What follows belongs to an exercise in optimizing a design on an open flow for small area, a short achievable clock period and few clock cycles; a production flow would make more cautious choices.
At most, simulation tests tie the RTL to the original design; equivalence was not proved.
No activity file was given, so power comes from the tool's default toggle rates.

## link_framer_top
module link_framer_top (
  input  logic       aclk,
  input  logic       aresetn,
  input  logic       in_tvalid,
  output logic       in_tready,
  input  logic [7:0] in_tdata,
  input  logic       in_tlast,
  output logic       out_tvalid,
  input  logic       out_tready,
  output logic [7:0] out_tdata,
  output logic       out_tlast
);
  logic s1;
  logic s0;
  logic rsv;
  logic esc_now;
  logic out_xfer;
  assign rsv     = (in_tdata[7:2] == 6'b011111) && (in_tdata[1:0] != 2'b00);
  assign esc_now = !s1 && rsv;
  assign out_tvalid     = in_tvalid || (s1 && !s0);
  assign out_tlast      = s1 && !s0;
  assign out_tdata[7]   = s0 && in_tdata[7];
  assign out_tdata[6:2] = s0 ? in_tdata[6:2] : 5'b11111;
  assign out_tdata[1]   = s0 ? (in_tdata[1] || esc_now) : s1;
  assign out_tdata[0]   = s0 ? (in_tdata[0] || esc_now) : !s1;
  assign in_tready = out_tready && s0 && !esc_now;
  assign out_xfer  = out_tvalid && out_tready;
  always_ff @(posedge aclk or negedge aresetn) begin
    if (!aresetn) begin
  ...
For scale: about 29 cells after synthesis, about 24 I/O pins, roughly 230 um^2 of cells after synthesis.
Settings: LEC_CHECK=0, CAP_MARGIN=20, CORE_AREA=3 3 39 39, DIE_AREA=0 0 42 42, SETUP_SLACK_MARGIN=2.6, SLEW_MARGIN=20; clock period 4.5 ns.
run.sh (not shown) runs the stock make flow with config.mk's settings and CLKGATE_MAP_FILE= SYNTH_SCRIPT=/design/flow/synth_recipe.tcl, a recipe that flattens the netlist after the stock synthesis.
The starting point finished clean.
Testbench counts at the start, summed over its fixed seeds: cycles 80,218.
Change:
==> flow/flow/run.sh (new file) <==
#!/bin/bash
# The standard layout (the standard.sh) with extra ORFS settings:
# BUFFER_PORTS_ARGS="-buffer_cell sky130_fd_sc_hd__buf_1" RECOVER_POWER=100
# make's full output goes to standard.log; each ORFS step keeps its own log under orfs/logs.
set -euo pipefail
bash standard.sh BUFFER_PORTS_ARGS="-buffer_cell sky130_fd_sc_hd__buf_1" RECOVER_POWER=100 finish > standard.log 2>&1
==> flow/standard.sh (new file) <==
#!/bin/bash
# synth_recipe.tcl (not shown) runs the flow's synth.tcl, then flattens the netlist and writes it again
# the make line also repeats each setting of config.mk as NAME=value (left out here)
make -C /OpenROAD-flow-scripts/flow DESIGN_CONFIG=/design/flow/config.mk WORK_HOME=/design/flow/orfs CLKGATE_MAP_FILE= SYNTH_SCRIPT=/design/flow/synth_recipe.tcl "${@:-finish}"
- CTS_BUF_LIST: unset -> sky130_fd_sc_hd__clkbuf_1
- SETUP_SLACK_MARGIN: 2.6 -> 2.3
removed: flow/run.sh
Effect: Design area went down by 37%. Worst hold slack loses 220 ps. Setup slack got worse by 22 ps. Power falls by about 36%. Clock-buffer cell count stays the same. Global-route usage falls by 0.61 points. Routed wire length goes down by 11%. Register-to-register slack stays flat. Critical path depth stays the same.
Change:
==> flow/run.sh (new file) <==
#!/bin/bash
# synth_recipe.tcl (not shown) runs the flow's synth.tcl, then flattens the netlist and writes it again
# the make line also repeats each setting of config.mk as NAME=value (left out here)
make -C /OpenROAD-flow-scripts/flow DESIGN_CONFIG=/design/flow/config.mk WORK_HOME=/design/flow/orfs CLKGATE_MAP_FILE= SYNTH_SCRIPT=/design/flow/synth_recipe.tcl finish
- CORE_AREA: 3 3 39 39 -> unset
- CORE_MARGIN: unset -> 2
- CORE_UTILIZATION: unset -> 40
- CTS_BUF_LIST: sky130_fd_sc_hd__clkbuf_1 -> unset
- DIE_AREA: 0 0 42 42 -> unset
- SETUP_SLACK_MARGIN: 2.3 -> unset
removed: flow/flow/run.sh
removed: flow/standard.sh
What happened:
- Now the flow died in power grid generation (PDN-0185)
- synthesized area stays the same
- synthesized cell count is unchanged

The RTL this note starts from:
==> flow/design.v <==
`default_nettype none
package framing_pkg;
  localparam logic [7:0] start_byte  = 8'h7D;
  localparam logic [7:0] stop_byte   = 8'h7E;
  localparam logic [7:0] escape_byte = 8'h7F;
endpackage
`default_nettype wire
`timescale 1ns/1ps
`default_nettype none
import framing_pkg::*;
module lf_nand2 (input logic a, b, output logic y);
  assign y = !(a && b);
endmodule
module lf_nor2 (input logic a, b, output logic y);
  assign y = !(a || b);
endmodule
module lf_and2 (input logic a, b, output logic y);
  assign y = a && b;
endmodule
module lf_or2 (input logic a, b, output logic y);
  assign y = a || b;
endmodule
module lf_or2b (input logic a, bn, output logic y);
  assign y = a || !bn;
endmodule
module lf_nor2b (input logic a, bn, output logic y);
  assign y = !(a || !bn);
endmodule
module lf_nand4 (input logic a, b, c, d, output logic y);
  assign y = !(a && b && c && d);
endmodule
module lf_nand4b (input logic an, b, c, d, output logic y);
  assign y = !(!an && b && c && d);
endmodule
module lf_a21oi (input logic a1, a2, b1, output logic y);
  assign y = !((a1 && a2) || b1);
endmodule
module lf_o21ai (input logic a1, a2, b1, output logic y);
  assign y = !((a1 || a2) && b1);
endmodule
module lf_next (
  input  logic body,
  input  logic b,
  input  logic at_start,
  input  logic tvalid,
  input  logic tready,
  input  logic tlast,
  input  logic esc,
  output logic body_d,
  output logic b_d
);
  logic rv;
  assign rv = tready && tvalid;
  assign body_d = (at_start && rv) || (body && !(rv && tlast && !esc));
  assign b_d    = body ? (b ? !(rv && esc) : rv) : (b ? !tready : rv);
endmodule
module link_framer_top (
  input  logic       aclk,
  input  logic       aresetn,
  input  logic       in_tvalid,
  output logic       in_tready,
  input  logic [7:0] in_tdata,
  input  logic       in_tlast,
  output logic       out_tvalid,
  input  logic       out_tready,
  output logic [7:0] out_tdata,
  output logic       out_tlast
);
  logic body;
  logic b;
  logic body_d;
  logic b_d;
  logic fresh;
  logic at_stop;
  logic at_start;
  lf_and2   u_fresh (.a(body), .b(b), .y(fresh));
  lf_nor2b  u_stop  (.a(body), .bn(b), .y(at_stop));
  lf_nor2   u_start (.a(body), .b(b), .y(at_start));
  logic hi_n;      
  logic esc1_n;    
  logic esc0_n;    
  logic keep1_n;   
  logic keep0_n;   
  logic esc;       
  logic go_n;      
  lf_nand4  u_hi    (.a(in_tdata[6]), .b(in_tdata[5]), .c(in_tdata[4]), .d(in_tdata[3]), .y(hi_n));
  lf_nand4b u_esc1  (.an(in_tdata[7]), .b(in_tdata[2]), .c(in_tdata[0]), .d(fresh), .y(esc1_n));
  lf_nand4b u_esc0  (.an(in_tdata[7]), .b(in_tdata[2]), .c(in_tdata[1]), .d(fresh), .y(esc0_n));
  lf_a21oi  u_keep1 (.a1(body), .a2(in_tdata[1]), .b1(at_stop), .y(keep1_n));
  lf_a21oi  u_keep0 (.a1(body), .a2(in_tdata[0]), .b1(at_start), .y(keep0_n));
  lf_o21ai  u_out1  (.a1(hi_n), .a2(esc1_n), .b1(keep1_n), .y(out_tdata[1]));
  lf_o21ai  u_out0  (.a1(hi_n), .a2(esc0_n), .b1(keep0_n), .y(out_tdata[0]));
  lf_a21oi  u_esc   (.a1(esc1_n), .a2(esc0_n), .b1(hi_n), .y(esc));
  lf_nand2  u_go    (.a(out_tready), .b(body), .y(go_n));
  lf_nor2   u_rdy   (.a(go_n), .b(esc), .y(in_tready));
  lf_and2   u_out7  (.a(body), .b(in_tdata[7]), .y(out_tdata[7]));
  for (genvar k = 2; k < 7; k++) begin : g_hi
    lf_or2b u_outk  (.a(in_tdata[k]), .bn(body), .y(out_tdata[k]));
  end
  lf_or2    u_valid (.a(in_tvalid), .b(at_stop), .y(out_tvalid));
  assign out_tlast = at_stop;
  lf_next u_next (
    .body     (body),
    .b        (b),
    .at_start (at_start),
    .tvalid   (in_tvalid),
    .tready   (out_tready),
    .tlast    (in_tlast),
    .esc      (esc),
    .body_d   (body_d),
    .b_d      (b_d)
  );
  always_ff @(posedge aclk or negedge aresetn) begin
    if (!aresetn) begin
      body <= 1'b0;
      b    <= 1'b0;
    end else begin
      body <= body_d;
      b    <= b_d;
    end
  end
endmodule
`default_nettype wire
clock: 4.5 ns
lec_check: 0
cap_margin: 20
core_area: 3 3 61 61
cts_buf_list: sky130_fd_sc_hd__clkbuf_1
die_area: 0 0 64 64
slew_margin: 20
synth_hierarchical: 1
synth_minimum_keep_size: 0
standard.sh (not shown) runs the stock make flow with config.mk's settings and CLKGATE_MAP_FILE= SYNTH_SCRIPT=/design/flow/synth_recipe.tcl, a recipe that flattens the netlist after the stock synthesis.
==> flow/flow/run.sh <==
#!/bin/bash
# The standard layout (the standard.sh) with extra ORFS settings:
# BUFFER_PORTS_ARGS="-buffer_cell sky130_fd_sc_hd__buf_1" ABC_LOAD_IN_FF=1
# make's full output goes to standard.log; each ORFS step keeps its own log under orfs/logs.
set -euo pipefail
bash standard.sh BUFFER_PORTS_ARGS="-buffer_cell sky130_fd_sc_hd__buf_1" ABC_LOAD_IN_FF=1 finish > standard.log 2>&1
Rerun with:
==> flow/flow/run.sh (replaced) <==
#!/bin/bash
# The standard layout (the standard.sh) with extra ORFS settings:
# BUFFER_PORTS_ARGS="-buffer_cell sky130_fd_sc_hd__buf_1"
# make's full output goes to standard.log; each ORFS step keeps its own log under orfs/logs.
set -euo pipefail
bash standard.sh BUFFER_PORTS_ARGS="-buffer_cell sky130_fd_sc_hd__buf_1" finish > standard.log 2>&1
Effect:
- The changed run completed with no timing, DRC or antenna violations
- non-clock buffer count stays the same
- wire length came out lower by a few percent
- clock power hardly moves
- via count decreases slightly
- power goes up by a little under a tenth
- design area rises by a few percent
- first-iteration DRC count rose by about a fifth
- area after synthesis goes up by roughly a tenth
- count of clock-buffer cells in the layout does not change
- die area is unchanged
No run of this note included a check of the RTL's function; only the layout flow was run.

[re-timing with driven ports]
Ports are ideal in the flow. The routed layouts listed here were re-timed in OpenROAD. Step 1: set_driving_cell puts a clkbuf_16 on aclk and a buf_2 on each other input, an assumption about the parent block. Step 2 adds t to the input delays and takes it off the output delays; t is the mean of the earliest and latest rising clock arrival at the registers after step 1. Input paths then give back, and output paths get back, about the clock's delay inside the block. a / b / c = ideal ports / drivers / drivers and shift; a / b = the first two.
| run | t, ns | slack for setup (ns) | latest minus earliest clock arrival (ns) |
|---|---|---|---|
| the first run of note 1 | 0.231 | 1.888 / 1.852 / 1.852 | 0.000 / 0.000 |
| the second run of note 1 | 0.234 | 1.866 / 1.844 / 1.844 | 0.001 / 0.001 |
| the first run of note 2 | 0.221 | 1.854 / 1.833 / 1.833 | 0.003 / 0.003 |
| the second run of note 2 | 0.227 | 1.926 / 1.910 / 1.942 | 0.003 / 0.003 |
After both steps setup and hold are still met in every run listed. The setup slack of the first run of note 1, which loses most, moves by -0.036 ns with the drivers and by -0.036 ns with both steps.
